Context: an optimization exercise on an open-source flow, tuned for small area, a short achievable clock period and few clock cycles per item. The choices shown serve that exercise and are no tape-out recipe.

==> run a: inputs <==
==> flow/design.v (excerpt) <==
module rgb_hue_shifter (
  input  logic        clk,
  input  logic        rst_n,
  input  logic        in_tvalid,
  output logic        in_tready,
  input  logic [23:0] in_tdata,    
  output logic        out_tvalid,
  input  logic        out_tready,
  output logic [55:0] out_tdata,   
  input  logic        cfg_psel,
  input  logic        cfg_penable,
  input  logic        cfg_pwrite,
  input  logic [2:0]  cfg_paddr,
  input  logic [31:0] cfg_pwdata,
  output logic [31:0] cfg_prdata,
  output logic        cfg_pready
);
  logic rst_q;
  logic irst;
  logic vrst;
  always_ff @(posedge clk) rst_q <= rst_n;
  assign irst = !rst_q;
  assign vrst = !rst_n || !rst_q;
  logic [15:0] off_r;
  logic [17:0] off3_r;
  logic [15:0] rd_r;
  always_ff @(posedge clk) begin
    if (!rst_n) begin
      off_r <= 16'h0000;
    end else if (cfg_psel && cfg_penable && cfg_pwrite && !cfg_paddr[2]) begin
      off_r <= cfg_pwdata[15:0];
    end
  end
  always_ff @(posedge clk) off3_r <= {2'b00, off_r} + {1'b0, off_r, 1'b0};
  always_ff @(posedge clk) rd_r <= cfg_paddr[2] ? 16'h0000 : off_r;
  assign cfg_prdata = {16'h0000, rd_r};
  assign cfg_pready = 1'b1;
  logic en_r;
  logic rdy_r;
  assign in_tready = rdy_r;
  logic       s0_v;
  logic [7:0] s0_r, s0_g, s0_b;
  logic       s0_rg, s0_rb, s0_gb;
  logic       i_rg, i_rb, i_gb;
  assign i_rg = in_tdata[7:0] >= in_tdata[15:8];
  ...
make LEC_CHECK=0 ABC_AREA=1 CAP_MARGIN=20 CORE_MARGIN=2 CORE_UTILIZATION=40 SLEW_MARGIN=20 finish   # period 10.0 ns
run.sh (not shown) runs the stock make flow with config.mk's settings and CLKGATE_MAP_FILE= SYNTH_SCRIPT=/design/flow/synth_recipe.tcl, a recipe that flattens the netlist after the stock synthesis.
==> inputs of run b, as changes to run a <==
--- a/flow/design.v
+++ b/flow/design.v
@@ -39,33 +39,43 @@
   end
   always_ff @(posedge clk) off3_r <= {2'b00, off_r} + {1'b0, off_r, 1'b0};
   always_ff @(posedge clk) rd_r <= cfg_paddr[2] ? 16'h0000 : off_r;
   assign cfg_prdata = {16'h0000, rd_r};
   assign cfg_pready = 1'b1;
-  logic en_r;
+  logic en;
+  logic o_v;
   logic rdy_r;
+  assign en        = !o_v || out_tready;
   assign in_tready = rdy_r;
   logic       s0_v;
   logic [7:0] s0_r, s0_g, s0_b;
   logic       s0_rg, s0_rb, s0_gb;
   logic       i_rg, i_rb, i_gb;
+  logic       sk_v;
+  logic [26:0] sk_d, in_x;
+  logic       acc;
   assign i_rg = in_tdata[7:0] >= in_tdata[15:8];
   assign i_rb = in_tdata[7:0] >= in_tdata[23:16];
   assign i_gb = in_tdata[15:8] >= in_tdata[23:16];
+  assign in_x = {i_gb, i_rb, i_rg, in_tdata};
+  assign acc  = in_tvalid && rdy_r;
   always_ff @(posedge clk) begin
-    if (irst)      s0_v <= 1'b0;
-    else if (en_r) s0_v <= in_tvalid;
+    if (vrst) begin
+      sk_v  <= 1'b0;
+      rdy_r <= 1'b0;
+    end else begin
+      sk_v  <= !en && (sk_v || acc);
+      rdy_r <= en || !(sk_v || acc);
+    end
   end
   always_ff @(posedge clk) begin
-    if (en_r) begin
-      s0_r  <= in_tdata[7:0];
-      s0_g  <= in_tdata[15:8];
-      s0_b  <= in_tdata[23:16];
-      s0_rg <= i_rg;
-      s0_rb <= i_rb;
-      s0_gb <= i_gb;
-    end
+    if (irst)    s0_v <= 1'b0;
+    else if (en) s0_v <= sk_v || acc;
+  end
+  always_ff @(posedge clk) begin
+    if (!sk_v) sk_d <= in_x;
+    if (en) {s0_gb, s0_rb, s0_rg, s0_b, s0_g, s0_r} <= sk_v ? sk_d : in_x;
   end
   logic       max_r, max_g;
   logic [7:0] v1n, mn1n, ea1n, eb1n;
   logic [7:0] d1n;
   logic [8:0] e1n;
@@ -97,36 +107,36 @@
   assign e1n = {1'b0, ea1n} - {1'b0, eb1n};
   logic       s1_v;
   logic [7:0] s1_vv, s1_d;
   logic [8:0] s1_e;
   logic [1:0] s1_j;
+  logic       s1_t;
   always_ff @(posedge clk) begin
     if (irst)      s1_v <= 1'b0;
-    else if (en_r) s1_v <= s0_v;
+    else if (en) s1_v <= s0_v;
   end
   always_ff @(posedge clk) begin
-    if (en_r) begin
+    if (en) begin
       s1_vv <= v1n;
       s1_d  <= d1n;
       s1_e  <= e1n;
       s1_j  <= j1n;
+      s1_t  <= s0_g == s0_b;
     end
   end
   logic [9:0]  d3_2n;
-  logic [9:0]  m2n;
-  logic [10:0] p0_2n;
+  logic [9:0]  r0s_2n, r0_2n;
+  logic        q16_2n;
   logic [7:0]  negd, sr0;
   logic [9:0]  sx0;
   assign d3_2n = {2'b00, s1_d} + {1'b0, s1_d, 1'b0};
-  assign m2n   = (s1_j == 2'd0 || s1_j == 2'd3) ? d3_2n : {2'b00, s1_d};
-  assign p0_2n = (s1_j == 2'd0 || s1_j == 2'd1)
-               ? {{2{s1_e[8]}}, s1_e} - {1'b0, m2n}
-               : {{2{s1_e[8]}}, s1_e} + {1'b0, m2n};
-  logic [9:0]  e2d_2n, r0_2n;
-  assign e2d_2n = {s1_e[8], s1_e} + {1'b0, s1_d, 1'b0};
-  assign r0_2n  = !p0_2n[10] ? p0_2n[9:0]
-                : (s1_j == 2'd0) ? {1'b0, s1_e} : e2d_2n;
+  assign r0s_2n = {s1_e[8], s1_e}
+                + ((s1_j == 2'd2 || s1_j == 2'd3) ? {2'b00, s1_d} : 10'd0)
+                + ((s1_j == 2'd1 || s1_j == 2'd3) ? {1'b0, s1_d, 1'b0} : 10'd0);
+  assign r0_2n  = (s1_j == 2'd1 && s1_t) ? 10'd0 : r0s_2n;
+  assign q16_2n = (s1_j == 2'd0) ? (s1_d == 8'd0)
+                : (s1_j == 2'd1) ? s1_t : 1'b1;
   assign negd = 8'd0 - s1_d;
   assign sr0  = (s1_d == 8'd0) ? 8'd0 : ~negd;
   assign sx0  = {1'b0, sr0, negd[7]} - {2'b00, s1_vv};
   function automatic [8:0] sat_rs(input [7:0] r, input b, input [7:0] v);
     reg [9:0] t;
@@ -156,18 +166,18 @@
   logic [11:0] dv_pb [NST+1];
   logic [15:0] dv_pp [NST+1];
   logic [7:0]  dv_mq [NST+1];
   always_ff @(posedge clk) begin
     if (irst)      dv_v[0] <= 1'b0;
-    else if (en_r) dv_v[0] <= s1_v;
+    else if (en) dv_v[0] <= s1_v;
   end
   always_ff @(posedge clk) begin
-    if (en_r) begin
+    if (en) begin
       dv_vv[0] <= s1_vv;
       dv_d3[0] <= d3_2n;
       dv_p[0]  <= r0_2n;
-      dv_hq[0] <= {16'd0, !p0_2n[10]};
+      dv_hq[0] <= {16'd0, q16_2n};
       dv_sr[0] <= sx0[9] ? {sr0[6:0], negd[7]} : sx0[7:0];
       dv_sl[0] <= negd[6:0];
       dv_sq[0] <= {8'd0, !sx0[9]};
     end
   end
@@ -175,14 +185,14 @@
     logic [10:0] pa, pb;
     assign pa = hue_rs(dv_p[k-1], dv_d3[k-1]);
     assign pb = hue_rs(pa[9:0], dv_d3[k-1]);
     always_ff @(posedge clk) begin
       if (irst)      dv_v[k] <= 1'b0;
-      else if (en_r) dv_v[k] <= dv_v[k-1];
+      else if (en) dv_v[k] <= dv_v[k-1];
     end
     always_ff @(posedge clk) begin
-      if (en_r) begin
+      if (en) begin
         dv_vv[k] <= dv_vv[k-1];
         dv_d3[k] <= dv_d3[k-1];
         dv_p[k]  <= pb[9:0];
         dv_hq[k] <= {dv_hq[k-1][14:0], pa[10], pb[10]};
       end
@@ -190,42 +200,42 @@
     if (k <= 4) begin : g_sat
       logic [8:0] sa, sb;
       assign sa = sat_rs(dv_sr[k-1], dv_sl[k-1][6], dv_vv[k-1]);
       assign sb = sat_rs(sa[7:0], dv_sl[k-1][5], dv_vv[k-1]);
       always_ff @(posedge clk) begin
-        if (en_r) begin
+        if (en) begin
           dv_sr[k] <= sb[7:0];
           dv_sl[k] <= {dv_sl[k-1][4:0], 2'b00};
           dv_sq[k] <= {dv_sq[k-1][6:0], sa[8], sb[8]};
         end
       end
     end else if (k == 5) begin : g_s
       always_ff @(posedge clk) begin
-        if (en_r) dv_s[k] <= dv_sq[k-1][8:1] + {7'd0, dv_sq[k-1][0]};
+        if (en) dv_s[k] <= dv_sq[k-1][8:1] + {7'd0, dv_sq[k-1][0]};
       end
     end else if (k == 6) begin : g_pab
       always_ff @(posedge clk) begin
-        if (en_r) begin
+        if (en) begin
           dv_s[k]  <= dv_s[k-1];
           dv_pa[k] <= dv_vv[k-1] * dv_s[k-1][3:0];
           dv_pb[k] <= dv_vv[k-1] * dv_s[k-1][7:4];
         end
       end
     end else if (k == 7) begin : g_p
       always_ff @(posedge clk) begin
-        if (en_r) begin
+        if (en) begin
           dv_s[k]  <= dv_s[k-1];
           dv_pp[k] <= {4'd0, dv_pa[k-1]} + {dv_pb[k-1], 4'd0};
         end
       end
     end else begin : g_mq
       logic [16:0] t;
       logic [24:0] u;
       assign t = {1'b0, dv_pp[k-1]} + 17'd128;
       assign u = {t, 8'd0} + {8'd0, t};
       always_ff @(posedge clk) begin
-        if (en_r) begin
+        if (en) begin
           dv_s[k]  <= dv_s[k-1];
           dv_pp[k] <= dv_pp[k-1];
           dv_mq[k] <= u[23:16];
         end
       end
@@ -243,26 +253,30 @@
   assign x_b1n  = {2'b00, hq, 1'b0} + {3'b000, hq} + {1'b0, off3_r} + {17'd0, q0, q0};
   assign t4     = x_b1n[18:15];
   assign t4m6   = t4 - 4'd6;
   assign sec_b1n = (t4 >= 4'd6) ? t4m6[2:0] : t4[2:0];
   assign g_b1n  = sec_b1n[0] ? x_b1n[14:0] : ~x_b1n[14:0];
+  logic [2:0]  dg0_b1n;
+  assign dg0_b1n = {1'b0, g_b1n[1:0]} + {2'b00, !sec_b1n[0]};
   logic        b1_v;
   logic [15:0] b1_h, b1_p;
   logic [17:0] b1_p3;
   logic [14:0] b1_g;
+  logic [2:0]  b1_dg0;
   logic [2:0]  b1_sec;
   logic [7:0]  b1_vv, b1_s, b1_mv;
   always_ff @(posedge clk) begin
     if (irst)      b1_v <= 1'b0;
-    else if (en_r) b1_v <= dv_v[NST];
+    else if (en) b1_v <= dv_v[NST];
   end
   always_ff @(posedge clk) begin
-    if (en_r) begin
+    if (en) begin
       b1_h   <= h_b1n;
       b1_p   <= dv_pp[NST];
       b1_p3  <= {2'b00, dv_pp[NST]} + {1'b0, dv_pp[NST], 1'b0};
       b1_g   <= g_b1n;
+      b1_dg0 <= dg0_b1n;
       b1_sec <= sec_b1n;
       b1_vv  <= dv_vv[NST];
       b1_s   <= dv_s[NST];
       b1_mv  <= dv_vv[NST] - dv_mq[NST];
     end
@@ -284,16 +298,14 @@
       sm  = x ^ y ^ z;
       cy  = (x & y) | (x & z) | (y & z);
       csa = {cy[29:0], 1'b0, sm};
     end
   endfunction
-  logic [2:0]  dg0;
   logic [17:0] rw0;
   logic [30:0] pr [9];
   logic [61:0] c1a, c1b, c1c, c2a, c2b, c3a;
-  assign dg0 = {1'b0, b1_g[1:0]} + {2'b00, !b1_sec[0]};
-  assign rw0 = (dg0 == 3'd4) ? {b1_p, 2'b00} : r4row(dg0[1:0], b1_p, b1_p3);
+  assign rw0 = (b1_dg0 == 3'd4) ? {b1_p, 2'b00} : r4row(b1_dg0[1:0], b1_p, b1_p3);
   assign pr[0] = {13'd0, rw0};
   logic [15:0] g16;
   assign g16 = {1'b0, b1_g};
   for (genvar i = 1; i < 8; i++) begin : g_rows
     logic [17:0] rw;
@@ -312,14 +324,14 @@
   logic [15:0] b2_h;
   logic [2:0]  b2_sec;
   logic [7:0]  b2_vv, b2_s, b2_mv;
   always_ff @(posedge clk) begin
     if (irst)      b2_v <= 1'b0;
-    else if (en_r) b2_v <= b1_v;
+    else if (en) b2_v <= b1_v;
   end
   always_ff @(posedge clk) begin
-    if (en_r) begin
+    if (en) begin
       b2_ws  <= c3a[30:0];
       b2_wc  <= c3a[61:31];
       b2_wd  <= c2b[61:31];
       b2_h   <= b1_h;
       b2_sec <= b1_sec;
@@ -335,14 +347,14 @@
   logic [15:0] b3_h;
   logic [2:0]  b3_sec;
   logic [7:0]  b3_vv, b3_s, b3_mv;
   always_ff @(posedge clk) begin
     if (irst)      b3_v <= 1'b0;
-    else if (en_r) b3_v <= b2_v;
+    else if (en) b3_v <= b2_v;
   end
   always_ff @(posedge clk) begin
-    if (en_r) begin
+    if (en) begin
       b3_y   <= w_b3n[30:15];
       b3_h   <= b2_h;
       b3_sec <= b2_sec;
       b3_vv  <= b2_vv;
       b3_s   <= b2_s;
@@ -366,34 +378,16 @@
       3'd4: begin ro = xv; go = mv; bo = cv; end
       default: begin ro = cv; go = mv; bo = xv; end
     endcase
   end
   assign res = {b3_vv, b3_s, b3_h, bo, go, ro};
-  logic        o_v, k_v;
-  logic [55:0] o_d, k_d;
-  logic        push, pop, o_hold;
-  logic        o_v_n, k_v_n;
-  assign push   = en_r && b3_v;
-  assign pop    = o_v && out_tready;
-  assign o_hold = o_v && !pop;
-  assign o_v_n  = o_hold || k_v || push;
-  assign k_v_n  = k_v ? o_hold : (o_hold && push);
+  logic [55:0] o_d;
   always_ff @(posedge clk) begin
-    if (vrst) begin
-      o_v   <= 1'b0;
-      k_v   <= 1'b0;
-      en_r  <= 1'b0;
-      rdy_r <= 1'b0;
-    end else begin
-      o_v   <= o_v_n;
-      k_v   <= k_v_n;
-      en_r  <= !(o_v_n && k_v_n);
-      rdy_r <= !(o_hold && (k_v || push));
-    end
+    if (vrst)    o_v <= 1'b0;
+    else if (en) o_v <= b3_v;
   end
   always_ff @(posedge clk) begin
-    if (!o_hold) o_d <= k_v ? k_d : res;
-    if (en_r)    k_d <= res;
+    if (en) o_d <= res;
   end
   assign out_tvalid = o_v;
   assign out_tdata  = o_d;
 endmodule
==> flow/flow/run.sh (new file) <==
#!/bin/bash
set -euo pipefail
bash standard.sh SETUP_SLACK_MARGIN=6.5 TNS_END_PERCENT=100 finish > standard.log 2>&1
==> flow/standard.sh (new file) <==
#!/bin/bash
# synth_recipe.tcl (not shown) runs the flow's synth.tcl, then flattens the netlist and writes it again
# the make line also repeats each setting of config.mk as NAME=value (left out here)
make -C /OpenROAD-flow-scripts/flow DESIGN_CONFIG=/design/flow/config.mk WORK_HOME=/design/flow/orfs CLKGATE_MAP_FILE= SYNTH_SCRIPT=/design/flow/synth_recipe.tcl "${@:-finish}"
--- a/flow/config.mk
+++ b/flow/config.mk
@@ -7,6 +7,8 @@
 export LEC_CHECK = 0
 export ABC_AREA = 1
 export CAP_MARGIN = 20
 export CORE_MARGIN = 2
 export CORE_UTILIZATION = 40
+export CTS_CLUSTER_DIAMETER = 100
+export CTS_CLUSTER_SIZE = 30
 export SLEW_MARGIN = 20
removed: flow/run.sh
==> results.json <==
{
  "crit_path_cell_trace": "inv_1 -> o21ai_0 -> o221ai_1 -> fa_1 -> fa_1 -> inv_1 -> fa_1",
  "status": "finished clean",
  "ys_top_cells_by_area": "edfxtp_1 (42%), ha_1 (10%), nand2_1 (9.5%), inv_1 (6.6%), fa_1 (5.3%)"
}
The numbers above come from run b.

==> results.json <==
{
  "ys_top_cells_by_area": "edfxtp_1 (46%), ha_1 (11%), nand2_1 (6.8%), inv_1 (5.6%), fa_1 (5.2%)",
  "gr-total-overflow": 0,
  "crit_path_cell_trace": "inv_1 -> ha_1 -> ha_1 -> inv_1 -> nand3_1 -> inv_1 -> nand2_1 -> o21ai_0 -> fa_1 -> inv_1 -> fa_1 -> inv_1 -> fa_1",
  "synth_top_cell_by_area": "edfxtp_1",
  "status": "finished clean",
  "drt-met1-wl_mm": 58.58,
  "hold_start": "b2_vv[5]"
}
The numbers above come from run a.

Function was not checked in any run of this note: the RTL went through the layout flow alone.

[port drivers added, routing unchanged]
No port has a modelled driver above. Below, the same layouts with a new extraction and two added sets of constraints. Step 1, drivers: a clkbuf_16 drives clk and a buf_2 each remaining input, both assumed. Step 2, shift: input delay + t, output delay - t, t = (earliest + latest rising clock arrival at the registers) / 2. This alone moves slack from input paths to output paths. Slacks: ideal ports / drivers / drivers and shift; pairs: ideal ports / drivers.
run	t, ns	setup slack, ns	worst hold slack (ns)
run a	0.774	5.111 / 5.111 / 5.111	0.380 / 0.380 / 0.380
run b	0.746	6.565 / 6.551 / 5.893	0.389 / 0.389 / 0.389
After both steps setup and hold are still met in every run listed. The setup slack of run b, which loses most, moves by -0.014 ns with the drivers and by -0.672 ns with both steps.
